Context: an optimization exercise on an open-source flow, tuned for small area, a short achievable clock period and few clock cycles per item. The choices shown serve that exercise and are no tape-out recipe. Where RTL was checked, it was by simulation tests only, not by an equivalence proof against the original. The RTL of runs 1 and 3 was laid out without a check of its function. Power is estimated from default activity; no workload was simulated.

## flow/config.mk

```make
export PLATFORM = sky130hd
export DESIGN_NAME = ex_stage
export DESIGN_NICKNAME = ex_stage
export VERILOG_FILES = /design/flow/design.v
export SDC_FILE = /design/flow/constraint.sdc
export NUM_CORES = 4
export LEC_CHECK = 0
export CAP_MARGIN = 40
export CORE_MARGIN = 2
export CORE_UTILIZATION = 40
export SETUP_SLACK_MARGIN = 1.5
export SLEW_MARGIN = 20
```

## flow/constraint.sdc

```tcl
create_clock -name core_clock -period 6.5 [get_ports {clk}]
set_input_delay 1.3000 -clock core_clock [delete_from_list [all_inputs] [get_ports {clk}]]
set_output_delay 1.3000 -clock core_clock [all_outputs]
set_load 0.01 [all_outputs]
```

## flow/design.v

```verilog
`timescale 1ns/1ps
`default_nettype none
package ex_pkg;
    localparam int XLEN       = 64;  
    localparam int REG_ADDR_W = 5;
    typedef enum logic [4:0] {
        ALU_ADD,
        ALU_SUB,
        ALU_AND,
        ALU_OR,
        ALU_XOR,
        ALU_SLT,
        ALU_SLTU,
        ALU_SLL,
        ALU_SRL,
        ALU_SRA,
        ALU_ADDW,
        ALU_SUBW,
        ALU_BEQ,
        ALU_BNE,
        ALU_BLT,
        ALU_BGE,
        ALU_BLTU,
        ALU_BGEU,
        ALU_JAL,
        ALU_JALR,
        ALU_DIV,
        ALU_DIVU,
        ALU_REM,
        ALU_REMU
    } alu_op_e;
    function automatic is_div_op(input logic [4:0] op);
        is_div_op = op == ex_pkg::ALU_DIV || op == ex_pkg::ALU_DIVU || op == ex_pkg::ALU_REM || op == ex_pkg::ALU_REMU;
    endfunction
    function automatic is_branch_op(input logic [4:0] op);
        is_branch_op = op == ex_pkg::ALU_BEQ || op == ex_pkg::ALU_BNE || op == ex_pkg::ALU_BLT || op == ex_pkg::ALU_BGE ||
               op == ex_pkg::ALU_BLTU || op == ex_pkg::ALU_BGEU;
    endfunction
endpackage
`default_nettype wire
`timescale 1ns/1ps
`default_nettype none
module ex_alu (
    input  wire [4:0]                   op_i,
    input  wire [ex_pkg::XLEN-1:0]      pc_i,
    input  wire [ex_pkg::XLEN-1:0]      op1_i,
    input  wire [ex_pkg::XLEN-1:0]      op2_i,
    input  wire [ex_pkg::XLEN-1:0]      imm_i,
    input  wire                         div_busy_i,
    input  wire                         div_use_rem_i,  
    input  wire [ex_pkg::XLEN-1:0]      div_rem_i,
    input  wire [ex_pkg::XLEN-1:0]      div_b_i,
    input  wire                         shift_i,        
    input  wire [ex_pkg::XLEN-1:0]      shift_src_i,
    input  wire [5:0]                   shift_amt_i,
    output logic [ex_pkg::XLEN-1:0]     shift_o,
    output logic [ex_pkg::XLEN-1:0]     sum_o,
    output logic                        carry_o,
    output logic [ex_pkg::XLEN-1:0]     wdata_o,
    output logic                        jump_o,
    output logic [ex_pkg::XLEN-1:0]     tgt_o,         
    output logic [ex_pkg::XLEN-1:0]     pc_plus4_o
);
    localparam int XLEN = ex_pkg::XLEN;
    logic            inv_b;
    logic [XLEN-1:0] a_in;
    logic [XLEN-1:0] b_in;
    logic [XLEN-1:0] b_x;
    logic [XLEN+1:0] as_full;
    logic [XLEN-1:0] sum;
    logic            carry;
    logic            lt_u, lt_s, eq;
    logic [XLEN-1:0] x_ab;
    assign inv_b   = div_busy_i | op_i[0] | op_i[2] | op_i[4];
    assign a_in    = (op1_i & {XLEN{!div_busy_i}}) | (div_rem_i & {XLEN{div_use_rem_i}});
    assign b_in    = div_busy_i ? div_b_i : op2_i;
    assign b_x     = b_in ^ {XLEN{inv_b}};
    assign as_full = {1'b0, a_in, 1'b1} + {1'b0, b_x, inv_b};
    assign sum     = as_full[XLEN:1];
    assign carry   = as_full[XLEN+1];
    logic            sgn_diff;
    assign sgn_diff = op1_i[XLEN-1] ^ op2_i[XLEN-1];
    assign lt_u     = !carry;
    assign lt_s     = !carry ^ sgn_diff;
    assign x_ab    = op1_i ^ op2_i;
    assign eq      = x_ab == '0;
    assign sum_o   = sum;
    assign carry_o = carry;
    logic            is_jalr;
    logic [XLEN-1:0] tgt;
    logic [XLEN-1:0] pc_plus4;
    assign is_jalr  = op_i == ex_pkg::ALU_JALR;
    assign tgt      = (is_jalr ? op1_i : pc_i) + imm_i;
    assign pc_plus4 = {pc_i[XLEN-1:2] + 62'd1, pc_i[1:0]};
    assign tgt_o      = {tgt[XLEN-1:1], tgt[0] & !is_jalr};
    assign pc_plus4_o = pc_plus4;
    logic            sh_left;
    logic            sh_fill;
    logic [5:0]      sh_amt;
    logic [XLEN-1:0] sh_src;
    logic [XLEN-1:0] sh_in;
    logic [XLEN:0]   sh_r;
    logic [XLEN-1:0] sh_out;
    assign sh_left = shift_i || op_i == ex_pkg::ALU_SLL;
    assign sh_src  = shift_i ? shift_src_i : op1_i;
    assign sh_amt  = shift_i ? shift_amt_i : op2_i[5:0];
    assign sh_fill = !shift_i && op_i == ex_pkg::ALU_SRA && op1_i[XLEN-1];
    always_comb begin
        for (int i = 0; i < XLEN; i++) sh_in[i] = sh_left ? sh_src[XLEN-1-i] : sh_src[i];
    end
    assign sh_r = $signed({sh_fill, sh_in}) >>> sh_amt;
    always_comb begin
        for (int i = 0; i < XLEN; i++) sh_out[i] = sh_left ? sh_r[XLEN-1-i] : sh_r[i];
    end
    assign shift_o = sh_out;
    logic taken;
    logic taken_c0;    
    logic taken_c1;    
    always_comb begin
        taken_c0 = 1'b0;
        taken_c1 = 1'b0;
        case (op_i)
            ex_pkg::ALU_BEQ:  begin taken_c0 = eq;        taken_c1 = eq;        end
            ex_pkg::ALU_BNE:  begin taken_c0 = !eq;       taken_c1 = !eq;       end
            ex_pkg::ALU_BLT:  begin taken_c0 = !sgn_diff; taken_c1 = sgn_diff;  end
            ex_pkg::ALU_BGE:  begin taken_c0 = sgn_diff;  taken_c1 = !sgn_diff; end
            ex_pkg::ALU_BLTU: begin taken_c0 = 1'b1;      taken_c1 = 1'b0;      end
            ex_pkg::ALU_BGEU: begin taken_c0 = 1'b0;      taken_c1 = 1'b1;      end
            ex_pkg::ALU_JAL, ex_pkg::ALU_JALR: begin taken_c0 = 1'b1; taken_c1 = 1'b1; end
            default: ;
        endcase
        taken = carry ? taken_c1 : taken_c0;
    end
    always_comb begin
        wdata_o = '0;
        case (op_i)
            ex_pkg::ALU_ADD, ex_pkg::ALU_SUB: wdata_o = sum;
            ex_pkg::ALU_AND:  wdata_o = op1_i & op2_i;
            ex_pkg::ALU_OR:   wdata_o = op1_i | op2_i;
            ex_pkg::ALU_XOR:  wdata_o = x_ab;
            ex_pkg::ALU_SLT:  wdata_o = {{(XLEN-1){1'b0}}, lt_s};
            ex_pkg::ALU_SLTU: wdata_o = {{(XLEN-1){1'b0}}, lt_u};
            ex_pkg::ALU_SLL, ex_pkg::ALU_SRL, ex_pkg::ALU_SRA: wdata_o = sh_out;
            ex_pkg::ALU_ADDW, ex_pkg::ALU_SUBW: wdata_o = {{(XLEN-32){sum[31]}}, sum[31:0]};
            ex_pkg::ALU_JAL, ex_pkg::ALU_JALR: wdata_o = pc_plus4;
            default: wdata_o = '0;
        endcase
        jump_o = taken;
    end
endmodule
`default_nettype wire
`timescale 1ns/1ps
`default_nettype none
module ex_divider (
    input  wire                         clk,
    input  wire                         rst_n_i,
    input  wire                         start_i,
    input  wire [4:0]                   op_i,
    input  wire [ex_pkg::XLEN-1:0]      op1_i,
    input  wire [ex_pkg::XLEN-1:0]      op2_i,
    input  wire [ex_pkg::XLEN-1:0]      q_i,
    input  wire [ex_pkg::XLEN-1:0]      sum_i,      
    input  wire                         carry_i,
    input  wire [ex_pkg::XLEN-1:0]      shift_i,
    input  wire [ex_pkg::XLEN-1:0]      dvs_i,      
    output logic                        busy_o,
    output logic                        use_rem_o,
    output logic [ex_pkg::XLEN-1:0]     b_o,
    output logic                        align_o,
    output logic [ex_pkg::XLEN-1:0]     rem_o,
    output logic [ex_pkg::XLEN-1:0]     dvs_o,      
    output logic [5:0]                  amt_o,
    output logic                        done_o,
    output logic                        q_we_o,
    output logic [ex_pkg::XLEN-1:0]     q_o
);
    localparam int XLEN = ex_pkg::XLEN;
    logic               busy_q;
    logic               abs1_q;      
    logic               abs2_q;      
    logic               meas_q;
    logic               iter_q;
    logic               last_q;      
    logic               align_q;
    logic [5:0]         amt_q;
    logic               fix_q;
    logic [5:0]         cnt_q;
    logic [XLEN-1:0]    rem_q;
    logic               neg_quo_q;
    logic               neg_rem_q;
    logic               neg_dvs_q;
    logic               want_rem_q;
    logic               is_signed;
    logic               neg1;
    logic               neg2;
    assign is_signed = op_i == ex_pkg::ALU_DIV || op_i == ex_pkg::ALU_REM;
    assign neg1      = is_signed & op1_i[XLEN-1];
    assign neg2      = is_signed & op2_i[XLEN-1];
    function automatic logic [6:0] clz(input logic [XLEN-1:0] x);
        logic        v1 [32]; logic [0:0] c1 [32];
        logic        v2 [16]; logic [1:0] c2 [16];
        logic        v3 [8];  logic [2:0] c3 [8];
        logic        v4 [4];  logic [3:0] c4 [4];
        logic        v5 [2];  logic [4:0] c5 [2];
        logic        v6;      logic [5:0] c6;
        for (int i = 0; i < 32; i++) begin
            v1[i] = x[2*i+1] | x[2*i];
            c1[i] = !x[2*i+1];
        end
        for (int i = 0; i < 16; i++) begin
            v2[i] = v1[2*i+1] | v1[2*i];
            c2[i] = v1[2*i+1] ? {1'b0, c1[2*i+1]} : {1'b1, c1[2*i]};
        end
        for (int i = 0; i < 8; i++) begin
            v3[i] = v2[2*i+1] | v2[2*i];
            c3[i] = v2[2*i+1] ? {1'b0, c2[2*i+1]} : {1'b1, c2[2*i]};
        end
        for (int i = 0; i < 4; i++) begin
            v4[i] = v3[2*i+1] | v3[2*i];
            c4[i] = v3[2*i+1] ? {1'b0, c3[2*i+1]} : {1'b1, c3[2*i]};
        end
        for (int i = 0; i < 2; i++) begin
            v5[i] = v4[2*i+1] | v4[2*i];
            c5[i] = v4[2*i+1] ? {1'b0, c4[2*i+1]} : {1'b1, c4[2*i]};
        end
        v6 = v5[1] | v5[0];
        c6 = v5[1] ? {1'b0, c5[1]} : {1'b1, c5[0]};
        clz = v6 ? {1'b0, c6} : 7'd64;
    endfunction
    logic [6:0]         clz_rem;
    logic [6:0]         clz_dvs;
    logic [6:0]         len_diff;
    logic               dvs_zero;
    logic               no_quo;
    logic               iter;
    logic               need_fix;
    logic               last;
    assign clz_rem  = clz(rem_q);
    assign clz_dvs  = clz(dvs_i);
    assign len_diff = clz_dvs - clz_rem;
    assign dvs_zero = clz_dvs[6];
    assign no_quo   = len_diff[6];           
    assign iter     = iter_q;
    assign need_fix = want_rem_q | neg_quo_q;
    assign last     = last_q;
    logic a_rem_q;
    logic b_rem_q;
    logic b_quo_q;
    logic b_dvs_q;
    assign busy_o    = busy_q;
    assign use_rem_o = a_rem_q;
    assign b_o       = (rem_q & {XLEN{b_rem_q}}) | (q_i & {XLEN{b_quo_q}}) | (dvs_i & {XLEN{b_dvs_q}});
    assign q_we_o = busy_q & !(fix_q & !want_rem_q & !neg_quo_q);
    assign align_o   = align_q;
    assign rem_o     = rem_q;
    assign amt_o     = amt_q;
    assign done_o    = fix_q | (last & !need_fix);
    always_comb begin
        if (meas_q | align_q) q_o = {XLEN{dvs_zero}};
        else if (fix_q)       q_o = sum_i;
        else                  q_o = {q_i[XLEN-2:0], carry_i};
    end
    logic abs1_d, abs2_d, meas_d, align_d, fix_d, iter_d;
    always_comb begin
        if (start_i) begin
            abs1_d  = neg1;
            abs2_d  = !neg1 & neg2;
            meas_d  = !neg1 & !neg2;
            align_d = 1'b0;
            fix_d   = 1'b0;
            iter_d  = 1'b0;
        end else begin
            abs1_d  = 1'b0;
            abs2_d  = abs1_q & neg_dvs_q;
            meas_d  = (abs1_q & !neg_dvs_q) | abs2_q;
            align_d = meas_q & !(dvs_zero | no_quo);
            fix_d   = (meas_q & (dvs_zero | no_quo)) | (last & need_fix);
            iter_d  = align_q | (iter & !last);
        end
    end
    always_ff @(posedge clk) begin
        if (!rst_n_i) begin
            busy_q  <= 1'b0;
            abs1_q  <= 1'b0;
            abs2_q  <= 1'b0;
            meas_q  <= 1'b0;
            align_q <= 1'b0;
            fix_q   <= 1'b0;
            iter_q  <= 1'b0;
            last_q  <= 1'b0;
            a_rem_q <= 1'b0;
            b_rem_q <= 1'b0;
            b_quo_q <= 1'b0;
            b_dvs_q <= 1'b0;
        end else begin
            if (start_i)     busy_q <= 1'b1;
            else if (done_o) busy_q <= 1'b0;
            abs1_q  <= abs1_d;
            abs2_q  <= abs2_d;
            meas_q  <= meas_d;
            align_q <= align_d;
            fix_q   <= fix_d;
            iter_q  <= iter_d;
            last_q  <= !start_i & ((align_q & cnt_q == 6'd0) | (iter & cnt_q == 6'd1));
            a_rem_q <= iter_d | (fix_d & want_rem_q & !neg_rem_q);
            b_rem_q <= abs1_d | (fix_d & want_rem_q & neg_rem_q);
            b_quo_q <= fix_d & !want_rem_q;
            b_dvs_q <= iter_d | abs2_d;
        end
    end
    always_comb begin
        if (start_i)      dvs_o = op2_i;
        else if (abs2_q)  dvs_o = sum_i;
        else if (align_q) dvs_o = shift_i;
        else if (iter)    dvs_o = dvs_i >> 1;
        else              dvs_o = dvs_i;
    end
    always_ff @(posedge clk) begin
        if (start_i) begin
            rem_q      <= op1_i;
            neg_quo_q  <= neg1 ^ neg2;
            neg_rem_q  <= neg1;
            neg_dvs_q  <= neg2;
            want_rem_q <= op_i == ex_pkg::ALU_REM || op_i == ex_pkg::ALU_REMU;
        end else if (abs1_q) begin
            rem_q <= sum_i;
        end else if (meas_q) begin
            amt_q <= len_diff[5:0];
            cnt_q <= len_diff[5:0];
            if (dvs_zero | no_quo) neg_quo_q <= 1'b0;
        end else if (iter) begin
            if (carry_i) rem_q <= sum_i;
            cnt_q <= cnt_q - 1'b1;
        end
    end
endmodule
`default_nettype wire
`timescale 1ns/1ps
`default_nettype none
module ex_credit_counter (
    input  wire     clk,
    input  wire     rst_n_i,
    input  wire     send_i,
    input  wire     credit_i,
    output logic    can_send_o,    
    output logic    can_send_next_o   
);
    logic [1:0] count_q;
    logic [1:0] count_d;
    always_comb begin
        count_d = count_q;
        if (send_i && !credit_i)      count_d = count_q - 2'd1;
        else if (credit_i && !send_i) count_d = count_q + 2'd1;
    end
    always_ff @(posedge clk) begin
        if (!rst_n_i) count_q <= 2'd2;
        else          count_q <= count_d;
    end
    assign can_send_o      = count_q != 2'd0;
    assign can_send_next_o = count_d != 2'd0;
endmodule
`default_nettype wire
`timescale 1ns/1ps
`default_nettype none
module ex_stage (
    input  wire                                 clk,
    input  wire                                 rst_n_i,
    input  wire                                 in_valid_i,
    input  wire [4:0]                           in_op_i,
    input  wire [ex_pkg::XLEN-1:0]              in_pc_i,
    input  wire [ex_pkg::XLEN-1:0]              in_op1_i,
    input  wire [ex_pkg::XLEN-1:0]              in_op2_i,
    input  wire [ex_pkg::XLEN-1:0]              in_imm_i,
    input  wire [ex_pkg::REG_ADDR_W-1:0]        in_rd_i,
    input  wire                                 res_credit_i,
    output logic                                in_credit_o,
    output logic                                out_valid_o,
    output logic [ex_pkg::XLEN-1:0]             out_wdata_o,
    output logic [ex_pkg::REG_ADDR_W-1:0]       out_rd_o,
    output logic                                out_jump_o,
    output logic [ex_pkg::XLEN-1:0]             out_jump_addr_o
);
    localparam int XLEN = ex_pkg::XLEN;
    logic                           res_valid_q;
    logic [XLEN-1:0]                res_wdata_q;
    logic [ex_pkg::REG_ADDR_W-1:0]  res_rd_q;
    logic                           res_jump_q;
    logic [XLEN-1:0]                res_tgt_q;
    logic [XLEN-1:0]                res_pc4_q;
    logic                           issuer_credit_q;
    logic [XLEN-1:0]                alu_wdata;
    logic                           alu_jump;
    logic [XLEN-1:0]                alu_tgt;
    logic [XLEN-1:0]                alu_pc4;
    logic [XLEN-1:0]                shift_res;
    logic [XLEN-1:0]                alu_sum;
    logic                           alu_carry;
    logic                           div_use_rem;
    logic                           div_q_we;
    logic [XLEN-1:0]                div_b;
    logic                           in_div;
    logic                           alu_issue;
    logic                           div_start;
    logic                           div_busy;
    logic                           div_align;
    logic [XLEN-1:0]                div_dvs;
    logic [5:0]                     div_amt;
    logic                           div_done;
    logic [XLEN-1:0]                div_q;
    logic [XLEN-1:0]                div_rem;
    logic                           can_send;
    logic                           can_send_next;
    logic                           send;
    logic                           res_full_next;
    assign in_div    = ex_pkg::is_div_op(in_op_i);
    assign alu_issue = in_valid_i & !in_div;
    assign div_start = in_valid_i & in_div;
    ex_alu u_alu (
        .op_i          (in_op_i),
        .pc_i          (in_pc_i),
        .op1_i         (in_op1_i),
        .op2_i         (in_op2_i),
        .imm_i         (in_imm_i),
        .div_busy_i    (div_busy),
        .div_use_rem_i (div_use_rem),
        .div_rem_i     (div_rem),
        .div_b_i       (div_b),
        .shift_i       (div_align),
        .shift_src_i   (res_tgt_q),
        .shift_amt_i   (div_amt),
        .shift_o       (shift_res),
        .sum_o         (alu_sum),
        .carry_o       (alu_carry),
        .wdata_o       (alu_wdata),
        .jump_o        (alu_jump),
        .tgt_o         (alu_tgt),
        .pc_plus4_o    (alu_pc4)
    );
    ex_divider u_divider (
        .clk       (clk),
        .rst_n_i   (rst_n_i),
        .start_i   (div_start),
        .op_i      (in_op_i),
        .op1_i     (in_op1_i),
        .op2_i     (in_op2_i),
        .q_i       (res_wdata_q),
        .sum_i     (alu_sum),
        .carry_i   (alu_carry),
        .shift_i   (shift_res),
        .dvs_i     (res_tgt_q),
        .busy_o    (div_busy),
        .use_rem_o (div_use_rem),
        .b_o       (div_b),
        .align_o   (div_align),
        .rem_o     (div_rem),
        .dvs_o     (div_dvs),
        .amt_o     (div_amt),
        .done_o    (div_done),
        .q_we_o    (div_q_we),
        .q_o       (div_q)
    );
    ex_credit_counter u_credit (
        .clk             (clk),
        .rst_n_i         (rst_n_i),
        .send_i          (send),
        .credit_i        (res_credit_i),
        .can_send_o      (can_send),
        .can_send_next_o (can_send_next)
    );
    assign send = res_valid_q & can_send;
    always_ff @(posedge clk) begin
        if (!rst_n_i) begin
            res_valid_q <= 1'b0;
        end else if (alu_issue | div_done) begin
            res_valid_q <= 1'b1;
        end else if (send) begin
            res_valid_q <= 1'b0;
        end
    end
    always_ff @(posedge clk) begin
        if (in_valid_i) begin
            res_rd_q   <= in_rd_i;
            res_jump_q <= alu_jump;
            res_pc4_q  <= alu_pc4;
        end
        if (alu_issue) begin
            res_tgt_q  <= alu_tgt;
        end else if (div_start | div_busy) begin
            res_tgt_q  <= div_dvs;
        end
        if (in_valid_i) begin
            res_wdata_q <= alu_wdata;
        end else if (div_q_we) begin
            res_wdata_q <= div_q;
        end
    end
    assign res_full_next = alu_issue | div_done | (res_valid_q & !send);
    assign in_credit_o   = !(issuer_credit_q & !in_valid_i) &
                           !(div_start | (div_busy & !div_done)) &
                           (!res_full_next | can_send_next);
    always_ff @(posedge clk) begin
        if (!rst_n_i) issuer_credit_q <= 1'b1;
        else          issuer_credit_q <= (issuer_credit_q & !in_valid_i) | in_credit_o;
    end
    assign out_valid_o     = send;
    assign out_wdata_o     = res_wdata_q;
    assign out_rd_o        = res_rd_q;
    assign out_jump_o      = res_jump_q;
    assign out_jump_addr_o = res_jump_q ? res_tgt_q : res_pc4_q;
endmodule
`default_nettype wire
```

## flow/flow/run.sh

```bash
#!/bin/bash
# The standard layout, except that the ports get plain buffers
# (sky130_fd_sc_hd__buf_2) instead of the delay cells buffer_ports picks by
# default. make's output goes to standard_flow.log; each ORFS step keeps its
# own log under orfs/logs/.
set -euo pipefail
bash standard.sh "BUFFER_PORTS_ARGS=-buffer_cell sky130_fd_sc_hd__buf_2" finish > standard_flow.log 2>&1
```

## flow/standard.sh

```bash
#!/bin/bash
# synth_recipe.tcl (not shown) runs the flow's synth.tcl, then flattens the netlist and writes it again
# the make line also repeats each setting of config.mk as NAME=value (left out here)
make -C /OpenROAD-flow-scripts/flow DESIGN_CONFIG=/design/flow/config.mk WORK_HOME=/design/flow/orfs CLKGATE_MAP_FILE= SYNTH_SCRIPT=/design/flow/synth_recipe.tcl "${@:-finish}"
```

==> results of run 1 <==
[critical path, stage by stage]
cell                        delay, ns
sky130_fd_sc_hd__buf_8           0.10
sky130_fd_sc_hd__nor2_4          0.10
sky130_fd_sc_hd__and3_4          0.23
sky130_fd_sc_hd__nand2_8         0.12
sky130_fd_sc_hd__bufbuf_16       0.31
sky130_fd_sc_hd__nand2_1         0.06
sky130_fd_sc_hd__o21ai_0         0.08
sky130_fd_sc_hd__ha_1            0.34
sky130_fd_sc_hd__nand2_1         0.06
sky130_fd_sc_hd__o21ai_1         0.62
sky130_fd_sc_hd__nor4_1          0.14
sky130_fd_sc_hd__nor4_1          0.49
sky130_fd_sc_hd__nor3b_4         0.13
sky130_fd_sc_hd__o41ai_4         0.21
sky130_fd_sc_hd__buf_4           0.25
sky130_fd_sc_hd__a21oi_4         0.12
sky130_fd_sc_hd__o21ai_2         0.55
sky130_fd_sc_hd__nor2_1          0.12
sky130_fd_sc_hd__a31oi_1         0.20
sky130_fd_sc_hd__o211ai_1        0.12
[registers in the layout, indices dropped and copies added (netlist names), 2 cells and up]
name,count
res_pc4_q,64
res_tgt_q,64
res_wdata_q,64
u_divider.rem_q,64
u_divider.amt_q,6
u_divider.cnt_q,6
res_rd_q,5
u_credit.count_q,2
[synth_stat cells (all sizes together) (75+ instances only)]
| cell type | count |
|---|---|
| nor3 | 75 |
| xnor2 | 182 |
| o21ai | 593 |
| a21o | 100 |
| ha | 267 |
| xor2 | 75 |
| a21oi | 500 |
| mux2i | 91 |
| a221oi | 81 |
| clkbuf | 292 |
| mux2 | 100 |
| edfxtp | 278 |
| buf | 107 |
| inv | 203 |
| nor2 | 504 |
| nand3 | 127 |
| nand2 | 643 |
[repair_timing]
item,4_1_cts,5_1_grt
gates resized for setup,125,212
hold buffers,0,0
setup buffers,53,63
cloned,11,1
setup endpoints to repair,162,171
pin swaps,50,77
[per-stage QoR]
stage	TNS (ns)	cell area (sq um)	hold WS (ns)	util [%]	power [W]
floorplan	0	41100	0.441	-	0.00504
global placement	-5.69	46900	0.459	46.8	0.00742
detailed placement	-0.878	47100	0.461	47.0	0.00742
CTS	0	49900	0.468	49.7	0.00995
global route	0	51400	0.503	51.3	0.0107
finish	0	51500	0.473	51.3	0.0106
[power by group through the flow]
stage	sequential, W	combinational (W)	clock, W
finish	0.00261	0.00561	0.00241
global route	0.00258	0.00568	0.00243
CTS	0.00257	0.00501	0.00236
detailed placement	0.00261	0.00481	0
global placement	0.00261	0.00481	0
floorplan	0.00249	0.00255	0
[worst max-delay path by stage]
stage                          start             endpoint
after global routing      in_op_i[3]        res_tgt_q[63]
after CTS                 in_op_i[0]      res_wdata_q[32]
after floorplan           in_op_i[0]   u_divider.rem_q[0]
final                     in_op_i[3]        res_tgt_q[63]
after detailed placement  in_op_i[0]  u_divider.rem_q[57]
after global placement    in_op_i[0]  u_divider.rem_q[57]
[cell usage in the layout (no fill, tap or decap), types with 123 or more instances in the layout]
master	instances
sky130_fd_sc_hd__nand2_1	628
sky130_fd_sc_hd__o21ai_0	522
sky130_fd_sc_hd__buf_4	502
sky130_fd_sc_hd__nor2_1	486
sky130_fd_sc_hd__a21oi_1	465
sky130_fd_sc_hd__buf_2	405
sky130_fd_sc_hd__edfxtp_1	278
sky130_fd_sc_hd__ha_1	240
sky130_fd_sc_hd__inv_1	201
sky130_fd_sc_hd__xnor2_1	159
sky130_fd_sc_hd__nand3_1	123
[cell families (layout without fill, tap and decap cells)]
group | Yosys count | in the layout | synth area share (%)
other | 0 | 25 | 0
buffers and inverters | 604 | 1279 | 5.98
xor gates and xnor gates | 257 | 257 | 5.55
and+or+nand+nor | 1771 | 1771 | 20.2
muxes | 221 | 221 | 6.72
adders and majority gates | 271 | 271 | 8.38
AOI/OAI and AO/OA | 2002 | 2002 | 31.8
DFF | 294 | 294 | 21.4
[layer usage]
layer | vias up | part of all wire, % | wire (microns)
met3 | 1462 | 17 | 51400
met1 | 26328 | 35 | 110000
met4 | 40 | 10 | 32400
li1 | 21774 | - | -
met2 | 5509 | 37 | 116000
met5 | - | 0.20 | 623
[final cells by class]
class                           count  share of cell area [%]
Multi-Input combinational cell   4522                    61.1
Tap cell                         1357                    3.30
Inverter                          205                    1.49
Sequential cell                   294                    16.9
Antenna cell                       25                   0.121
Clock inverter                     22                   0.340
Timing Repair Buffer              998                    14.5
Clock buffer                       54                    2.25
==> run notes, run 1 <==
The number of port buffers came out at slightly above 400. Among all flip-flop cells after synthesis, the most frequent one is sky130_fd_sc_hd__edfxtp_1. The number of placement rows came out at between 100 and 150.

The floorplan core area came out at 100000 sq um. Summed over all layers, the global routing overflow is 0. Yosys mapped the design onto 97 distinct sky130hd cell types.

The capturing point of the worst reg2reg path is u_divider.b_rem_q. The TritonCTS sink count is between 200 and 300. The number of buffers on the longest clock path came out at 3. TritonCTS built the clock tree. The net load switching power is 0.00504 W. The slack of the worst reg-to-reg path is roughly 1.5 ns. For this run, global-route usage on met2 was measured as 76.4%. For the pin with the worst max-slew slack, the measured transition is 1.05 ns. The worst setup path is launched from an input pin. The startpoint of the tightest hold check path is u_divider.neg_rem_q. The placement-stage worst setup slack came out at -0.261 ns.

The worst reg2reg path startpoint is u_divider.rem_q[34]. For the worst setup path, the data required time is just under 7 ns. Headroom to the max-slew limit came out at 29.7%. The flow ran to the end and the layout has no timing, DRC or antenna violations. The proportion of synthesized chip area in sequential cells is approximately a fifth.

The per-cell routed wire length is 41.5 microns. Of all nets on the critical path, the largest fanout is 6. By area the synthesized netlist is led by sky130_fd_sc_hd__edfxtp_1 (21%), sky130_fd_sc_hd__ha_1 (8.2%), sky130_fd_sc_hd__o21ai_0 (7.1%).

The type of the worst setup path is input pin to flip-flop. The switching portion of total power is a little under half. The placer congestion estimate came out at roughly 1.2. The number of violations of the max-capacitance limit is 0. STA classifies the critical path endpoint as a flip-flop. The share of total power in sequential cells is 24.6%. The number of failing hold endpoints at the final stage came out at 0.

In this run, placement finished with an instance count of 7242. The first-pass GRT wire length is 410 mm. The routed layout has roughly 55000 vias.

The effective utilization at floorplan is between 40% and 50%. Clock tree synthesis selected as its root buffer the cell sky130_fd_sc_hd__clkbuf_16. The count of mapped cells out of synthesis is 5420. The clock transition at the registers of the reported paths is 0.06 ns. The number of detailed-route iterations in the first pass is 11. The filler cells instantiated in the layout total 9862. The number of standard cells in the final layout excluding fillers is approximately 7500. The total count of max-transition violations in the final report is 0. The portion of synthesized cell area occupied by the leading cell type came out at approximately 21%.

The worst setup slack after layout came out at 1.20 ns. The number of DRC violations after detailed routing came out at 0. The biggest area contributor in the post-synthesis netlist is sky130_fd_sc_hd__edfxtp_1. The H-tree depth is 2.

The number of clock buffers inserted by TritonCTS came out at 42. The fraction of final layout cells with drive strength greater than 1 came out at approximately a quarter. Across the VDD grid, the largest voltage drop is roughly 190 uV. The async set-or-reset flop fraction in the synthesized netlist came out at 0%. The length in cells of the worst reg-to-reg path came out at 22. The post-synth design cell area is 40600 sq um. The detailed router finished its first iteration with 10841 violations. The initial antenna violation count came out at 37. The area occupied by registers came out at between 8000 and 9000 sq um.

The number of cells on the worst hold path came out at 1. The internal power of the cells totals around 0.0056 W. Detailed placement ended at an HPWL of 241 mm.

The share of power burned in the clock network came out at a little under a quarter. STA puts the critical path data arrival time at between 5 and 6 ns. In the finished design, the share of the clock period the worst path needs comes to around four fifths.

The relative contribution of combinational cells to total power came out at between 50% and 60%. Based on the critical path, the design can be clocked at up to roughly 190 MHz. In the routed layout, each cell is associated on average with a via count of roughly 7.4. In this run the power density over the cells is ~210 nW/um^2. The smallest clock period supported by the final layout is computed as between 5 and 6 ns. When the netlist entered floorplanning its net count stood at approximately 6000. The floorplan step set the die height to 322 microns. Wires add up to between 300 and 400 mm. Entering global routing, the biggest net connects roughly 120 pins.

Counting flops with a built-in enable in the synthesized netlist gives approximately 280. The relative area change from synthesis to final layout is 27.0%. The worst-case clock skew is approximately 0.067 ns. The number of global-route vias before repair came out at 49184. The insertion delay to the later sink of the worst-skew pair came out at roughly 0.69 ns. The worst hold path terminates at u_divider.a_rem_q. The register bit total from synthesis came out at around 290.

The number of nets still failing antenna checks after routing came out at 0. Setup repair after global routing could not meet its margin everywhere. The static leakage is approximately 21 nW. The top-level I/O count came out at about 400. During synthesis, Yosys emitted a total of 24 warnings.

The most utilized layer in the global route result is met2. The met3 track demand over resource came out at a little over a quarter. The net total in the final layout is ~6600. The average instance area after synthesis came out at approximately 7.5 sq um. In the final layout, the multi-input gates occupy about 31000 sq um. The die width is 322 microns. The area of the die is between 100000 and 150000 sq um. The total routing resource utilization after global routing is 57.1%. The global routing met1 resource utilization came out at between 60% and 70%. The count of endpoints failing setup in the final report came out at 0. The tightest min-delay check is of the flip-flop to flip-flop type.
==> run 2, diff against run 1 <==
--- a/flow/design.v
+++ b/flow/design.v
@@ -179,8 +179,6 @@
     logic               abs1_q;      
     logic               abs2_q;      
     logic               meas_q;
-    logic               iter_q;
-    logic               last_q;      
     logic               align_q;
     logic [5:0]         amt_q;
     logic               fix_q;
@@ -240,9 +238,9 @@
     assign len_diff = clz_dvs - clz_rem;
     assign dvs_zero = clz_dvs[6];
     assign no_quo   = len_diff[6];           
-    assign iter     = iter_q;
+    assign iter     = busy_q & !abs1_q & !abs2_q & !meas_q & !align_q & !fix_q;
     assign need_fix = want_rem_q | neg_quo_q;
-    assign last     = last_q;
+    assign last     = iter & cnt_q == '0;
     logic a_rem_q;
     logic b_rem_q;
     logic b_quo_q;
@@ -286,8 +284,6 @@
             meas_q  <= 1'b0;
             align_q <= 1'b0;
             fix_q   <= 1'b0;
-            iter_q  <= 1'b0;
-            last_q  <= 1'b0;
             a_rem_q <= 1'b0;
             b_rem_q <= 1'b0;
             b_quo_q <= 1'b0;
@@ -300,8 +296,6 @@
             meas_q  <= meas_d;
             align_q <= align_d;
             fix_q   <= fix_d;
-            iter_q  <= iter_d;
-            last_q  <= !start_i & ((align_q & cnt_q == 6'd0) | (iter & cnt_q == 6'd1));
             a_rem_q <= iter_d | (fix_d & want_rem_q & !neg_rem_q);
             b_rem_q <= abs1_d | (fix_d & want_rem_q & neg_rem_q);
             b_quo_q <= fix_d & !want_rem_q;
--- a/flow/config.mk
+++ b/flow/config.mk
@@ -8,5 +8,5 @@
 export CAP_MARGIN = 40
 export CORE_MARGIN = 2
 export CORE_UTILIZATION = 40
-export SETUP_SLACK_MARGIN = 1.5
+export SETUP_SLACK_MARGIN = 0.4
 export SLEW_MARGIN = 20
==> run 2 against run 1 <==
  * Still clean on timing, DRC and antenna
  * Area after synthesis down 3.1%
  * Die area shrank 3.0%
  * Sequential power down 2%
  * Clock power rose by 5%
  * Via count decreased by 9.1%
  * Non-clock buffer count is 141 lower
  * Sequential share of layout area up 1.6 points
  * First-iteration DRC count fell by 15%
  * Setup slack got worse by 0.72 ns
  * Hold slack got worse by 0.019 ns
  * Power fell by 7.9%
  * Critical path type unchanged
  * Highest routed layer unchanged
==> run notes, run 2 <==
The number of buffers on the longest clock path is 3 (unchanged). The wire length on met3 came out at 40.4 mm (-21%). The worst-case headroom to the max-slew limit came to 32.8% (+3.1 points). The largest net degree at the start of global routing is 118 (-0.84%). The number of global-route vias before repair is 46573 (-5.3%). The worst-path maximum fanout came out at 34 (+28). The number of violations of the max-capacitance limit came to 0 (unchanged).

The relative area change from synthesis to final layout came out at 18.9%. The number of placement rows was 114 (-1.7%). The die width is 317 microns (-1.5%). The clock transition at the registers of the reported paths was 0.06 ns (about the same). The total count of max-transition violations in the final report is 0 (unchanged).

The per-cell routed wire length came out at 38.4 microns (-7.5%). The H-tree depth is 2 (unchanged). The die extent in y came out at 317 microns (-1.5%).

Sorting the synthesized cells by area gives the leading types as sky130_fd_sc_hd__edfxtp_1 (21%), sky130_fd_sc_hd__ha_1 (8.5%), sky130_fd_sc_hd__o21ai_0 (6.9%). The root buffer selected by CTS is sky130_fd_sc_hd__clkbuf_16. The area of the die came out at 101000 sq um (-3.0%). The detailed-route via count came out at 50105 (-9.1%).

The met1 layer wirelength in the final routing is 98.8 mm (-9.8%). The number of DRC violations after detailed routing is 0 (unchanged). The transition time at the pin with the least slew margin came to 1.00 ns (-0.0528 ns). The starting DRC count in detailed routing is 9246 (-15%).

The number of failing hold endpoints at the final stage is 0 (unchanged). The placed wire-length estimate came out at 219 mm (-9.4%). The number of nets still failing antenna checks after routing is 0 (unchanged). Counting instances in the post-synthesis netlist gives the leading cell types as sky130_fd_sc_hd__nand2_1 (635), sky130_fd_sc_hd__o21ai_0 (543), sky130_fd_sc_hd__a21oi_1 (494). The category of the worst setup path capture point is a flip-flop. The most critical setup path has its endpoint at res_wdata_q[44]. The highest metal layer with signal wires is met5. The data required time at the worst endpoint is 6.87 ns (-0.02 ns). The net total in the final layout came to 6302 (-4.5%).

The number of buffers inserted by hold repair at cts came out at 0 (unchanged). The register bit total from synthesis was 292 (-0.68%). The power density normalized to cell area came to 210 nW/um^2 (+1.5%). The floorplan core area came out at 97000 sq um (-3.3%). In the post-synthesis netlist, the cell with the most instances is sky130_fd_sc_hd__nand2_1. The type of the worst setup path is input pin to flip-flop. The worst-case clock skew came out at 0.0429 ns (-0.0238 ns). The number of port buffers came to 405 (unchanged). The placer congestion estimate is 1.11 (-5.3%).

The total detailed-routing wirelength came out at 272 mm (-12%). The number of standard cells in the final layout excluding fillers came out at 7092 (-5.1%). The startpoint kind of the worst setup timing path is an input pin. The post-layout minimum cycle time is 6.03 ns (+0.722 ns).

The insertion delay to the later sink of the worst-skew pair is 0.66 ns (-0.03 ns). The residual overflow from global routing came out at 0 (unchanged). The average instance area after synthesis is 7.52 sq um (+0.49%). The number of different library cells in the post-synthesis netlist came to 111 (+14%). The count of endpoints failing setup in the final report is 0 (unchanged). The detail-routed via count per cell is 7.07 (-4.2%). The routed wire length on met2 came out at 108 mm (-6.8%). In the synthesized netlist the dominant register cell turns out to be sky130_fd_sc_hd__edfxtp_1. The share of the core filled with cells came out at 48.2% (-3.2 points). The count of warnings emitted by yosys came out at 24 (unchanged). The total routing resource utilization after global routing is 51.6% (-5.5 points). Leaving out fill and tap cells, the most frequent cells in the layout are sky130_fd_sc_hd__nand2_1 (633), sky130_fd_sc_hd__o21ai_0 (535), sky130_fd_sc_hd__a21oi_1 (493).

The slack of the worst reg-to-reg path is 0.70 ns (-0.80 ns). The proportion of synthesized chip area in sequential cells came out at 21.9% (+0.58 points). The number of placed instances, taps included came out at 6988 (-3.5%). The post-synth design cell area was 39300 sq um (-3.1%).

The endpoint identified for the worst register-to-register timing path is res_wdata_q[44]. The number of enable-type register cells in the synthesized netlist came out at 278 (unchanged). The worst endpoint data arrival time came out at 6.40 ns (+0.71 ns). The top-level I/O count is 406 (unchanged). The synthesized net count is 5765 (-3.3%). The startpoint identified for the worst register-to-register timing path is u_divider.b_quo_q. The initial antenna violation count came out at 30 (-19%). The run finished with no timing, DRC or antenna violations. The effective utilization at floorplan is 40.5% (+0.084 points). The number of detailed-route iterations in the first pass is 10 (-1).

The period utilization came out at 92.7% (+11 points). The length in cells of the worst reg-to-reg path came out at 19 (-14%). The number of clock buffers inserted by TritonCTS came out at 43 (+2.4%).

The library cell used most frequently in the layout, excluding fill and tap cells, is sky130_fd_sc_hd__nand2_1. The maximum operating frequency came out at 166 MHz (-12%). The static leakage is 19.2 nW (-7.5%). The dominant cell type by area after synthesis is sky130_fd_sc_hd__edfxtp_1.

The most critical setup path has its startpoint at in_op_i[0]. The count of mapped cells out of synthesis came out at 5227 (-3.6%). TritonCTS built the clock tree.

The TritonCTS sink count is 292 (-0.68%). The async set-or-reset flop fraction in the synthesized netlist is 0% (unchanged). The min-delay analysis places its worst path in the category flip-flop to flip-flop. Setup repair after global routing left no endpoint under its margin. The first-pass GRT wire length came to 370 mm (-9.6%).

The fraction of final layout cells with drive strength greater than 1 came out at 19.4% (-5.6 points). The portion of synthesized cell area occupied by the leading cell type is 21.2% (+0.66 points). The maximum VDD drop came to 228 uV (+23%).
==> run 2: cell count changes after synthesis, moves of 16 or more <==
cell                       change
sky130_fd_sc_hd__a32o_1       +29
sky130_fd_sc_hd__clkbuf_1     -54
sky130_fd_sc_hd__nand2b_1     +23
sky130_fd_sc_hd__nor4bb_1     -25
sky130_fd_sc_hd__a222oi_1     +55
sky130_fd_sc_hd__mux2_2       -16
sky130_fd_sc_hd__o21ai_0      -31
sky130_fd_sc_hd__mux4_2       -16
sky130_fd_sc_hd__a221o_1      -35
sky130_fd_sc_hd__mux2i_1      +29
sky130_fd_sc_hd__a22oi_1      -39
sky130_fd_sc_hd__nor2b_1      -34
sky130_fd_sc_hd__a221oi_1     -59
==> run 2: area by class of cell <==
type	count	area, sq um
antenna	18	45.0
timing repair buffer	857	5740
clock inverter	26	293
fill	9822	50300
sequential	292	8640
clock buffer	53	1120
inverter	220	827
multi-input combinational	4350	28500
tap	1276	1600
==> run 2: how the worst min path moves through the flow <==
stage | startpoint | to | slack, ns | cells after the start
after floorplan | u_divider.neg_rem_q | u_divider.a_rem_q | 0.43 | 1
after global placement | issuer_credit_q | issuer_credit_q | 0.45 | 2
after detailed placement | u_divider.neg_rem_q | u_divider.a_rem_q | 0.46 | 1
after CTS | u_divider.neg_rem_q | u_divider.a_rem_q | 0.46 | 1
after global routing | u_divider.neg_rem_q | u_divider.a_rem_q | 0.48 | 1
final | u_divider.neg_rem_q | u_divider.a_rem_q | 0.45 | 1
==> run 2: layer usage <==
layer  GRT usage [%]  up-vias
met5               0        -
met4            37.8       22
met3            19.5     1045
met2            73.7     4399
met1            63.3    23924
li1                -    20715
==> run 2: power breakdown <==
part | internal [W] | leakage (nW) | switching [W] | total, W
Sequential | 0.00232 | 2.81 | 0.000243 | 0.00256
Clock | 0.00143 | 0.693 | 0.00110 | 0.00254
Combinational | 0.00159 | 15.7 | 0.00310 | 0.00469
Total | 0.00535 | 19.2 | 0.00445 | 0.00979
==> run 2: cell families (layout without fill, tap and decap cells) <==
family	count (synthesis)	in the layout	share of synthesized area, %
buf+inv	585	1156	6.20
mux	222	222	6.46
flops	292	292	21.9
simple gates	1702	1702	19.6
other cells	0	18	0
fa+ha+maj	268	268	8.57
xor+xnor	259	259	5.77
compound gates	1899	1899	31.4
==> run 2: timing repair <==
action                                  in CTS  in global routing
endpoints found under the setup margin       0                 13
resized for setup                            0                  1
setup buffers                                0                  0
==> run 2: metrics by stage <==
stage	worst slack [ns]	TNS (ns)	instance area [sq um]	power [W]	hold slack (ns)
finish	0.474	0	46700	0.00979	0.454
global route	0.426	0	46700	0.00996	0.482
CTS	0.481	0	46600	0.00949	0.460
detailed placement	-0.187	-0.435	45200	0.00699	0.456
global placement	-0.189	-0.724	45100	0.00699	0.449
floorplan	0.402	0	39300	0.00484	0.430
==> run 2: critical path: stages <==
cell,delay (ns)
sky130_fd_sc_hd__buf_4,0.15
sky130_fd_sc_hd__nor3_2,0.23
sky130_fd_sc_hd__buf_12,0.32
sky130_fd_sc_hd__xnor2_1,0.16
sky130_fd_sc_hd__o21ai_0,0.10
sky130_fd_sc_hd__ha_1,0.46
sky130_fd_sc_hd__nand4_1,0.21
sky130_fd_sc_hd__nor3_1,0.41
sky130_fd_sc_hd__nand4_1,0.22
sky130_fd_sc_hd__a21oi_2,0.42
sky130_fd_sc_hd__o211ai_1,0.28
sky130_fd_sc_hd__buf_4,0.23
sky130_fd_sc_hd__nand2_1,0.09
sky130_fd_sc_hd__buf_4,0.18
sky130_fd_sc_hd__mux2i_2,0.33
sky130_fd_sc_hd__buf_4,0.27
sky130_fd_sc_hd__and2_1,0.35
sky130_fd_sc_hd__o211ai_1,0.13
sky130_fd_sc_hd__o21ai_0,0.33
sky130_fd_sc_hd__o221ai_1,0.18
Testbench counts of run 2, summed over its fixed seeds: cycles 6,413, items 3,200.
==> run 3, diff against run 2 <==
--- a/flow/design.v
+++ b/flow/design.v
@@ -51,8 +51,14 @@
     input  wire [ex_pkg::XLEN-1:0]      div_rem_i,
     input  wire [ex_pkg::XLEN-1:0]      div_b_i,
     input  wire                         shift_i,        
+    input  wire                         shift_left_i,   
     input  wire [ex_pkg::XLEN-1:0]      shift_src_i,
     input  wire [5:0]                   shift_amt_i,
+    input  wire                         issue_i,
+    input  wire                         div_fix_i,      
+    input  wire                         div_qshift_i,   
+    input  wire                         div_ones_i,     
+    input  wire [ex_pkg::XLEN-1:0]      q_i,
     output logic [ex_pkg::XLEN-1:0]     shift_o,
     output logic [ex_pkg::XLEN-1:0]     sum_o,
     output logic                        carry_o,
@@ -89,7 +95,7 @@
     logic            is_jalr;
     logic [XLEN-1:0] tgt;
     logic [XLEN-1:0] pc_plus4;
-    assign is_jalr  = op_i == ex_pkg::ALU_JALR;
+    assign is_jalr  = op_i[4] & op_i[1] & op_i[0];
     assign tgt      = (is_jalr ? op1_i : pc_i) + imm_i;
     assign pc_plus4 = {pc_i[XLEN-1:2] + 62'd1, pc_i[1:0]};
     assign tgt_o      = {tgt[XLEN-1:1], tgt[0] & !is_jalr};
@@ -101,7 +107,7 @@
     logic [XLEN-1:0] sh_in;
     logic [XLEN:0]   sh_r;
     logic [XLEN-1:0] sh_out;
-    assign sh_left = shift_i || op_i == ex_pkg::ALU_SLL;
+    assign sh_left = shift_i ? shift_left_i : op_i == ex_pkg::ALU_SLL;
     assign sh_src  = shift_i ? shift_src_i : op1_i;
     assign sh_amt  = shift_i ? shift_amt_i : op2_i[5:0];
     assign sh_fill = !shift_i && op_i == ex_pkg::ALU_SRA && op1_i[XLEN-1];
@@ -131,20 +137,43 @@
         endcase
         taken = carry ? taken_c1 : taken_c0;
     end
+    logic s_sum, s_sumw, s_and, s_or, s_xor, s_slt, s_sltu, s_sh, s_pc4;
     always_comb begin
-        wdata_o = '0;
-        case (op_i)
-            ex_pkg::ALU_ADD, ex_pkg::ALU_SUB: wdata_o = sum;
-            ex_pkg::ALU_AND:  wdata_o = op1_i & op2_i;
-            ex_pkg::ALU_OR:   wdata_o = op1_i | op2_i;
-            ex_pkg::ALU_XOR:  wdata_o = x_ab;
-            ex_pkg::ALU_SLT:  wdata_o = {{(XLEN-1){1'b0}}, lt_s};
-            ex_pkg::ALU_SLTU: wdata_o = {{(XLEN-1){1'b0}}, lt_u};
-            ex_pkg::ALU_SLL, ex_pkg::ALU_SRL, ex_pkg::ALU_SRA: wdata_o = sh_out;
-            ex_pkg::ALU_ADDW, ex_pkg::ALU_SUBW: wdata_o = {{(XLEN-32){sum[31]}}, sum[31:0]};
-            ex_pkg::ALU_JAL, ex_pkg::ALU_JALR: wdata_o = pc_plus4;
-            default: wdata_o = '0;
-        endcase
+        s_sum  = div_fix_i;
+        s_sumw = 1'b0;
+        s_and  = 1'b0;
+        s_or   = 1'b0;
+        s_xor  = 1'b0;
+        s_slt  = 1'b0;
+        s_sltu = 1'b0;
+        s_sh   = 1'b0;
+        s_pc4  = 1'b0;
+        if (issue_i) begin
+            case (op_i)
+                ex_pkg::ALU_ADD, ex_pkg::ALU_SUB:   s_sum  = 1'b1;
+                ex_pkg::ALU_AND:                    s_and  = 1'b1;
+                ex_pkg::ALU_OR:                     s_or   = 1'b1;
+                ex_pkg::ALU_XOR:                    s_xor  = 1'b1;
+                ex_pkg::ALU_SLT:                    s_slt  = 1'b1;
+                ex_pkg::ALU_SLTU:                   s_sltu = 1'b1;
+                ex_pkg::ALU_SLL, ex_pkg::ALU_SRL, ex_pkg::ALU_SRA: s_sh = 1'b1;
+                ex_pkg::ALU_ADDW, ex_pkg::ALU_SUBW: s_sumw = 1'b1;
+                ex_pkg::ALU_JAL, ex_pkg::ALU_JALR:  s_pc4  = 1'b1;
+                default: ;
+            endcase
+        end
+    end
+    always_comb begin
+        wdata_o = (sum & {XLEN{s_sum}})
+                | ({{(XLEN-32){sum[31]}}, sum[31:0]} & {XLEN{s_sumw}})
+                | (op1_i & op2_i & {XLEN{s_and}})
+                | ((op1_i | op2_i) & {XLEN{s_or}})
+                | (x_ab & {XLEN{s_xor}})
+                | (sh_out & {XLEN{s_sh}})
+                | (pc_plus4 & {XLEN{s_pc4}})
+                | ({q_i[XLEN-2:0], carry} & {XLEN{div_qshift_i}})
+                | {XLEN{div_ones_i}};
+        wdata_o[0] = wdata_o[0] | (lt_s & s_slt) | (lt_u & s_sltu);
         jump_o = taken;
     end
 endmodule
@@ -170,15 +199,20 @@
     output logic [ex_pkg::XLEN-1:0]     rem_o,
     output logic [ex_pkg::XLEN-1:0]     dvs_o,      
     output logic [5:0]                  amt_o,
+    output logic                        shift_o,    
+    output logic                        qshift_o,   
+    output logic                        ones_o,     
+    output logic                        fix_o,
     output logic                        done_o,
-    output logic                        q_we_o,
-    output logic [ex_pkg::XLEN-1:0]     q_o
+    output logic                        q_we_o
 );
     localparam int XLEN = ex_pkg::XLEN;
     logic               busy_q;
     logic               abs1_q;      
     logic               abs2_q;      
     logic               meas_q;
+    logic               iter_q;
+    logic               last_q;      
     logic               align_q;
     logic [5:0]         amt_q;
     logic               fix_q;
@@ -238,9 +272,9 @@
     assign len_diff = clz_dvs - clz_rem;
     assign dvs_zero = clz_dvs[6];
     assign no_quo   = len_diff[6];           
-    assign iter     = busy_q & !abs1_q & !abs2_q & !meas_q & !align_q & !fix_q;
+    assign iter     = iter_q;
     assign need_fix = want_rem_q | neg_quo_q;
-    assign last     = iter & cnt_q == '0;
+    assign last     = last_q;
     logic a_rem_q;
     logic b_rem_q;
     logic b_quo_q;
@@ -253,12 +287,13 @@
     assign rem_o     = rem_q;
     assign amt_o     = amt_q;
     assign done_o    = fix_q | (last & !need_fix);
-    always_comb begin
-        if (meas_q | align_q) q_o = {XLEN{dvs_zero}};
-        else if (fix_q)       q_o = sum_i;
-        else                  q_o = {q_i[XLEN-2:0], carry_i};
-    end
+    assign shift_o  = align_q | iter;
+    assign qshift_o = iter;
+    assign ones_o   = meas_q & dvs_zero;
+    assign fix_o    = fix_q;
     logic abs1_d, abs2_d, meas_d, align_d, fix_d, iter_d;
+    logic busy_d;
+    assign busy_d = start_i | (busy_q & !done_o);
     always_comb begin
         if (start_i) begin
             abs1_d  = neg1;
@@ -284,29 +319,31 @@
             meas_q  <= 1'b0;
             align_q <= 1'b0;
             fix_q   <= 1'b0;
+            iter_q  <= 1'b0;
+            last_q  <= 1'b0;
             a_rem_q <= 1'b0;
             b_rem_q <= 1'b0;
             b_quo_q <= 1'b0;
             b_dvs_q <= 1'b0;
         end else begin
-            if (start_i)     busy_q <= 1'b1;
-            else if (done_o) busy_q <= 1'b0;
+            busy_q  <= busy_d;
             abs1_q  <= abs1_d;
             abs2_q  <= abs2_d;
             meas_q  <= meas_d;
             align_q <= align_d;
             fix_q   <= fix_d;
-            a_rem_q <= iter_d | (fix_d & want_rem_q & !neg_rem_q);
-            b_rem_q <= abs1_d | (fix_d & want_rem_q & neg_rem_q);
-            b_quo_q <= fix_d & !want_rem_q;
+            iter_q  <= iter_d;
+            last_q  <= !start_i & ((align_q & cnt_q == 6'd0) | (iter & cnt_q == 6'd1));
+            a_rem_q <= iter_d | (busy_d & !abs1_d & !abs2_d & want_rem_q & !neg_rem_q);
+            b_rem_q <= abs1_d | (busy_d & !iter_d & !abs2_d & want_rem_q & neg_rem_q);
+            b_quo_q <= busy_d & !iter_d & !abs1_d & !abs2_d & !want_rem_q;
             b_dvs_q <= iter_d | abs2_d;
         end
     end
     always_comb begin
         if (start_i)      dvs_o = op2_i;
         else if (abs2_q)  dvs_o = sum_i;
-        else if (align_q) dvs_o = shift_i;
-        else if (iter)    dvs_o = dvs_i >> 1;
+        else if (align_q | iter) dvs_o = shift_i;     
         else              dvs_o = dvs_i;
     end
     always_ff @(posedge clk) begin
@@ -322,6 +359,8 @@
             amt_q <= len_diff[5:0];
             cnt_q <= len_diff[5:0];
             if (dvs_zero | no_quo) neg_quo_q <= 1'b0;
+        end else if (align_q) begin
+            amt_q <= 6'd1;                       
         end else if (iter) begin
             if (carry_i) rem_q <= sum_i;
             cnt_q <= cnt_q - 1'b1;
@@ -337,7 +376,7 @@
     input  wire     send_i,
     input  wire     credit_i,
     output logic    can_send_o,    
-    output logic    can_send_next_o   
+    output logic    keep_o           
 );
     logic [1:0] count_q;
     logic [1:0] count_d;
@@ -351,7 +390,7 @@
         else          count_q <= count_d;
     end
     assign can_send_o      = count_q != 2'd0;
-    assign can_send_next_o = count_d != 2'd0;
+    assign keep_o          = count_q[1] | (count_q[0] & !send_i);
 endmodule
 `default_nettype wire
 `timescale 1ns/1ps
@@ -400,13 +439,17 @@
     logic [XLEN-1:0]                div_dvs;
     logic [5:0]                     div_amt;
     logic                           div_done;
-    logic [XLEN-1:0]                div_q;
+    logic                           div_shift;
+    logic                           div_qshift;
+    logic                           div_ones;
+    logic                           div_fix;
     logic [XLEN-1:0]                div_rem;
     logic                           can_send;
-    logic                           can_send_next;
+    logic                           credit_keep;
     logic                           send;
-    logic                           res_full_next;
-    assign in_div    = ex_pkg::is_div_op(in_op_i);
+    logic                           div_free;
+    logic                           res_leaves;
+    assign in_div    = in_op_i[4] & in_op_i[2];     
     assign alu_issue = in_valid_i & !in_div;
     assign div_start = in_valid_i & in_div;
     ex_alu u_alu (
@@ -419,9 +462,15 @@
         .div_use_rem_i (div_use_rem),
         .div_rem_i     (div_rem),
         .div_b_i       (div_b),
-        .shift_i       (div_align),
+        .shift_i       (div_shift),
+        .shift_left_i  (div_align),
         .shift_src_i   (res_tgt_q),
         .shift_amt_i   (div_amt),
+        .issue_i       (in_valid_i),
+        .div_fix_i     (div_fix),
+        .div_qshift_i  (div_qshift),
+        .div_ones_i    (div_ones),
+        .q_i           (res_wdata_q),
         .shift_o       (shift_res),
         .sum_o         (alu_sum),
         .carry_o       (alu_carry),
@@ -449,9 +498,12 @@
         .rem_o     (div_rem),
         .dvs_o     (div_dvs),
         .amt_o     (div_amt),
+        .shift_o   (div_shift),
+        .qshift_o  (div_qshift),
+        .ones_o    (div_ones),
+        .fix_o     (div_fix),
         .done_o    (div_done),
-        .q_we_o    (div_q_we),
-        .q_o       (div_q)
+        .q_we_o    (div_q_we)
     );
     ex_credit_counter u_credit (
         .clk             (clk),
@@ -459,7 +511,7 @@
         .send_i          (send),
         .credit_i        (res_credit_i),
         .can_send_o      (can_send),
-        .can_send_next_o (can_send_next)
+        .keep_o          (credit_keep)
     );
     assign send = res_valid_q & can_send;
     always_ff @(posedge clk) begin
@@ -482,16 +534,14 @@
         end else if (div_start | div_busy) begin
             res_tgt_q  <= div_dvs;
         end
-        if (in_valid_i) begin
+        if (in_valid_i | div_q_we) begin
             res_wdata_q <= alu_wdata;
-        end else if (div_q_we) begin
-            res_wdata_q <= div_q;
         end
     end
-    assign res_full_next = alu_issue | div_done | (res_valid_q & !send);
-    assign in_credit_o   = !(issuer_credit_q & !in_valid_i) &
-                           !(div_start | (div_busy & !div_done)) &
-                           (!res_full_next | can_send_next);
+    assign div_free    = !(div_busy & !div_done);
+    assign res_leaves  = !(div_done | (res_valid_q & !send));
+    assign in_credit_o = div_free & (in_valid_i ? (!in_div & (credit_keep | res_credit_i))
+                                                : (!issuer_credit_q & (res_leaves | credit_keep | res_credit_i)));
     always_ff @(posedge clk) begin
         if (!rst_n_i) issuer_credit_q <= 1'b1;
         else          issuer_credit_q <= (issuer_credit_q & !in_valid_i) | in_credit_o;
--- a/flow/config.mk
+++ b/flow/config.mk
@@ -8,5 +8,5 @@
 export CAP_MARGIN = 40
 export CORE_MARGIN = 2
 export CORE_UTILIZATION = 40
-export SETUP_SLACK_MARGIN = 0.4
+export SETUP_SLACK_MARGIN = 1.2
 export SLEW_MARGIN = 20
==> run 3 against run 2 <==
  * Still clean on timing, DRC and antenna
  * Critical path depth decreased by 5
  * Count of clock-buffer cells in the layout decreased by 1
  * Sequential cell count rose by 2
  * Via count shrank 0.84%
  * Clock skew down 0.011 ns
  * Sequential share of layout area shrank 0.10 points
  * Sequential power rose by 3%
  * Non-clock buffer count is 1 lower
  * Global-route usage increased by 0.47 points
  * Die area decreased by 0.59%
  * Area after synthesis decreased by 0.60%
  * Synthesized cell count decreased by 2.5%
  * Largest cell class unchanged
==> run notes, run 3 <==
The area of the die came to 100000 sq um (-0.59%). The flow ran to the end and the layout has no timing, DRC or antenna violations. The placement-stage worst setup slack is -0.0862 ns (+0.101 ns). The worst slack on hold paths is 0.458 ns (+0.00457 ns). The total routing resource utilization after global routing came out at 52.1% (+0.47 points). The number of nets still failing antenna checks after routing is 0 (unchanged).

The length in cells of the worst reg-to-reg path came out at 15 (-4). The post-layout minimum cycle time came out at 5.46 ns (-0.563 ns). The average instance area after synthesis is 7.67 sq um (+1.9%). The switching portion of total power was 46.7% (+1.3 points).

The static leakage came out at 19.1 nW (about the same). The clock tree from TritonCTS is yes. The die extent in y is 317 microns (-0.30%).

The largest net degree at the start of global routing is 112 (-5.1%). The number of failing hold endpoints at the final stage is 0 (unchanged). The clock transition at the registers of the reported paths came out at 0.06 ns (about the same). The worst-case clock skew came out at 0.0316 ns (-0.0113 ns). The net load switching power is 0.00483 W (+8.6%). The area occupied by registers is 8680 sq um (+0.45%).

The worst-path maximum fanout came out at 39 (+15%). The register bit total from synthesis was 294 (+0.68%). The internal power summed over all cells is 0.00550 W (+2.9%). The slack of the worst reg-to-reg path is 1.14 ns (+0.44 ns). In this run the critical register-to-register path is launched from res_tgt_q[6]. The top-level I/O count is 406 (unchanged). The filler cell count came out at 9705 (-1.2%). The power density normalized to cell area was 219 nW/um^2 (+4.5%). The number of DRC violations after detailed routing is 0 (unchanged).

The TritonCTS sink count came out at 294 (+0.68%). The transition time at the pin with the least slew margin was 1.03 ns (+0.0255 ns). The maximum VDD drop came to 172 uV (-25%). In the layout the commonest cells are sky130_fd_sc_hd__nand2_1 (563), sky130_fd_sc_hd__o21ai_0 (449), sky130_fd_sc_hd__nor2_1 (419).

The relative area change from synthesis to final layout is 20.8%. The placer congestion estimate came to 1.13 (+1.1%). The number of clock buffers inserted by TritonCTS is 41 (-4.7%). The commonest register cell after synthesis is sky130_fd_sc_hd__edfxtp_1. The number of violations of the max-capacitance limit came out at 0 (unchanged). The fraction of final layout cells with drive strength greater than 1 came to 21.9% (+2.5 points). The floorplan core area came to 96700 sq um (-0.29%). Counting instances in the post-synthesis netlist gives the leading cell types as sky130_fd_sc_hd__nand2_1 (572), sky130_fd_sc_hd__o21ai_0 (468), sky130_fd_sc_hd__nor2_1 (431). The number of buffers inserted by hold repair at cts came out at 0 (unchanged). The number of placement rows came to 114 (unchanged). The kind of path behind the tightest hold check is flip-flop to flip-flop.

The first-pass GRT wire length is 365 mm (-1.5%). The residual overflow from global routing was 0 (unchanged). The post-synth design cell area came out at 39100 sq um (-0.60%).

The async set-or-reset flop fraction in the synthesized netlist came out at 0% (unchanged). The total detailed-routing wirelength came to 274 mm (+0.61%). The number of enable-type register cells in the synthesized netlist is 278 (unchanged). The worst setup path is captured at a flip-flop.

The number of detailed-route iterations in the first pass came out at 11 (+1). The placed wire-length estimate is 215 mm (-1.6%). The relative contribution of combinational cells to total power was 51.0% (+3.1 points).

The number of different library cells in the post-synthesis netlist is 99 (-11%). The area of the multi-input gates came to 28800 sq um (+1.3%). The H-tree depth is 2 (unchanged). The worst endpoint data arrival time came out at 5.93 ns (-0.47 ns). The worst-case headroom to the max-slew limit came to 31.1% (-1.7 points). The die width is 317 microns (-0.30%). The share of the core filled with cells is 48.8% (+0.62 points).

The number of port buffers is 405 (unchanged). The number of cells on the worst hold path was 1 (unchanged). The initial antenna violation count came out at 34 (+13%).

By area the synthesized netlist is led by sky130_fd_sc_hd__edfxtp_1 (21%), sky130_fd_sc_hd__ha_1 (8.5%), sky130_fd_sc_hd__o21ai_0 (6.0%). The synthesized net count came to 5636 (-2.2%). The per-cell routed wire length came out at 39.5 microns (+3.0%). The starting DRC count in detailed routing is 8903 (-3.7%). The net total in the final layout came out at 6131 (-2.7%).

The detail-routed via count per cell came out at 7.17 (+1.5%). The share of total power in sequential cells is 25.4% (-0.8 points). The count of warnings emitted by yosys was 24 (unchanged). The maximum operating frequency came out at 183 MHz (+10%). The number of global-route vias before repair is 44898 (-3.6%). The count of mapped cells out of synthesis came to 5097 (-2.5%). The worst setup slack after layout came out at 1.04 ns (+0.563 ns).

The proportion of synthesized chip area in sequential cells is 22.2% (+0.23 points). The count of endpoints failing setup in the final report came out at 0 (unchanged). The root buffer selected by CTS is sky130_fd_sc_hd__clkbuf_16. The insertion delay to the later sink of the worst-skew pair is 0.65 ns (about the same). The portion of synthesized cell area occupied by the leading cell type came out at 21.4% (+0.13 points). The detailed-route via count came out at 49685 (-0.84%). Setup repair after global routing could not meet its margin everywhere. The startpoint kind of the worst setup timing path is an input pin. In this run the most critical hold path is launched from u_divider.cnt_q[5]. The worst hold path terminates at u_divider.last_q. The number of standard cells in the final layout excluding fillers is 6926 (-2.3%). The number of buffers on the longest clock path is 3 (unchanged). The data required time at the worst endpoint came to 6.97 ns (+0.10 ns). The period utilization is 84.0% (-8.7 points).

The type of the worst setup path is input pin to flip-flop. The endpoint identified for the worst register-to-register timing path is u_divider.neg_quo_q. The share of power burned in the clock network came to 23.6% (-2.3 points). The number of placed instances, taps included came to 6764 (-3.2%).

The library cell used most frequently in the layout, excluding fill and tap cells, is sky130_fd_sc_hd__nand2_1. Of all cell types, the one taking the most synthesized area is sky130_fd_sc_hd__edfxtp_1. The total count of max-transition violations in the final report is 0 (unchanged). Yosys instantiated no cell more often than sky130_fd_sc_hd__nand2_1.

The effective utilization at floorplan came out at 40.4% (-0.12 points).
[run 3: cell count changes in the layout (fill, tap and decap cells not counted), sizes merged, moves of 24 or more]
cell / before / now
o21ai: 568 / 477
a21oi: 496 / 414
nand2: 636 / 573
nor2: 493 / 432
a22oi: 26 / 69
a221oi: 23 / 64
nor3: 74 / 113
nand3: 133 / 95
nand2b: 58 / 21
a32o: 33 / 5
o2111ai: 7 / 35
nor4: 61 / 85
o31ai: 20 / 44
[run 3: worst max path at each step]
| stage | from | endpoint | slack [ns] | cells after the start |
|---|---|---|---|---|
| detailed placement | in_op_i[0] | res_tgt_q[63] | -0.09 | 19 |
| floorplan | in_op_i[4] | u_divider.rem_q[0] | 0.62 | 22 |
| CTS | in_op_i[4] | res_tgt_q[63] | 1.19 | 20 |
| finish | in_op_i[2] | res_tgt_q[59] | 1.04 | 15 |
| global placement | in_op_i[0] | res_wdata_q[53] | -0.11 | 19 |
| global route | u_divider.rem_q[42] | u_divider.neg_quo_q | 1.13 | 21 |
[run 3: power groups by stage]
stage	combinational [W]	sequential (W)	clock (W)
CTS	0.00484	0.00260	0.00241
global placement	0.00478	0.00264	0
detailed placement	0.00478	0.00264	0
finish	0.00527	0.00263	0.00243
global route	0.00542	0.00262	0.00246
floorplan	0.00263	0.00252	0
[run 3: timing repair]
action / 4_1_cts / 5_1_grt
gates cloned: 1 / 5
setup endpoints to repair: 58 / 147
buffers inserted: 6 / 34
resized for setup: 31 / 110
pin swaps: 6 / 39
[run 3: layout make-up]
cell class / instances / area share (%)
Multi-Input combinational cell: 4188 / 61.1
Sequential cell: 294 / 18.4
Timing Repair Buffer: 856 / 12.4
Tap cell: 1276 / 3.38
Clock buffer: 52 / 2.46
Inverter: 211 / 1.68
Clock inverter: 24 / 0.451
Antenna cell: 25 / 0.133
[run 3: cell families after synthesis]
logic type | synth area share [%]
muxes | 6.93
adders and majority gates | 8.65
and+or+nand+nor | 18.7
buffers and inverters | 6.32
AOI/OAI and AO/OA | 31.5
DFF | 22.2
xor gates and xnor gates | 5.65
[run 3: stage by stage]
step | cell area (sq um) | setup TNS [ns] | total power, W
finish | 47200 | 0 | 0.0103
global route | 47200 | 0 | 0.0105
CTS | 46200 | 0 | 0.00985
detailed placement | 44600 | -0.355 | 0.00742
global placement | 44400 | -0.155 | 0.00742
floorplan | 39400 | 0 | 0.00515
[run 3: per-layer routing]
layer	GRT usage, %	vias to the layer above	wire length [microns]
met4	37.3	28	25700
li1	-	20446	-
met2	71.3	4288	105000
met3	21.6	970	41700
met5	1.23	-	392
met1	65.3	23953	101000
[run 3: critical path, cell delays in order]
cell	delay, ns
sky130_fd_sc_hd__buf_2	0.18
sky130_fd_sc_hd__buf_4	0.19
sky130_fd_sc_hd__and4b_2	0.35
sky130_fd_sc_hd__buf_12	0.23
sky130_fd_sc_hd__a211oi_1	0.72
sky130_fd_sc_hd__nor2_1	0.11
sky130_fd_sc_hd__a22oi_1	0.63
sky130_fd_sc_hd__a21boi_2	0.22
sky130_fd_sc_hd__buf_4	0.20
sky130_fd_sc_hd__mux2i_1	0.13
sky130_fd_sc_hd__mux2i_1	0.20
sky130_fd_sc_hd__a221oi_1	0.91
sky130_fd_sc_hd__buf_4	0.26
sky130_fd_sc_hd__nor2_1	0.05
sky130_fd_sc_hd__nor3_1	0.20

## port drivers added, routing unchanged
No port has a modelled driver above. Below, the same layouts with a new extraction and two added sets of constraints. Step 1: set_driving_cell puts a clkbuf_16 on clk and a buf_2 on each other input, an assumption about the parent block. Step 2 adds t to the input delays and takes it off the output delays; t is the mean of the earliest and latest rising clock arrival at the registers after step 1. Input paths then give back, and output paths get back, about the clock's delay inside the block. a / b / c = no drivers / after step 1 / after step 2; a / b = the first two.
| run | t, ns | slack for setup (ns) | hold WS [ns] | worst setup path at the end |
|---|---|---|---|---|
| run 1 | 0.738 | 1.196 / 1.227 / 0.489 | 0.473 / 0.473 / 0.473 | input to register |
| run 2 | 0.720 | 0.474 / 0.527 / -0.193 | 0.454 / 0.454 / 0.454 | input to register |
| run 3 | 0.710 | 1.037 / 1.085 / 0.375 | 0.458 / 0.458 / 0.458 | input to register |
With both steps, setup timing fails in run 2, where it was met with ideal ports. The setup slack of run 1, which loses most, moves by +0.031 ns with the drivers and by -0.707 ns with both steps.
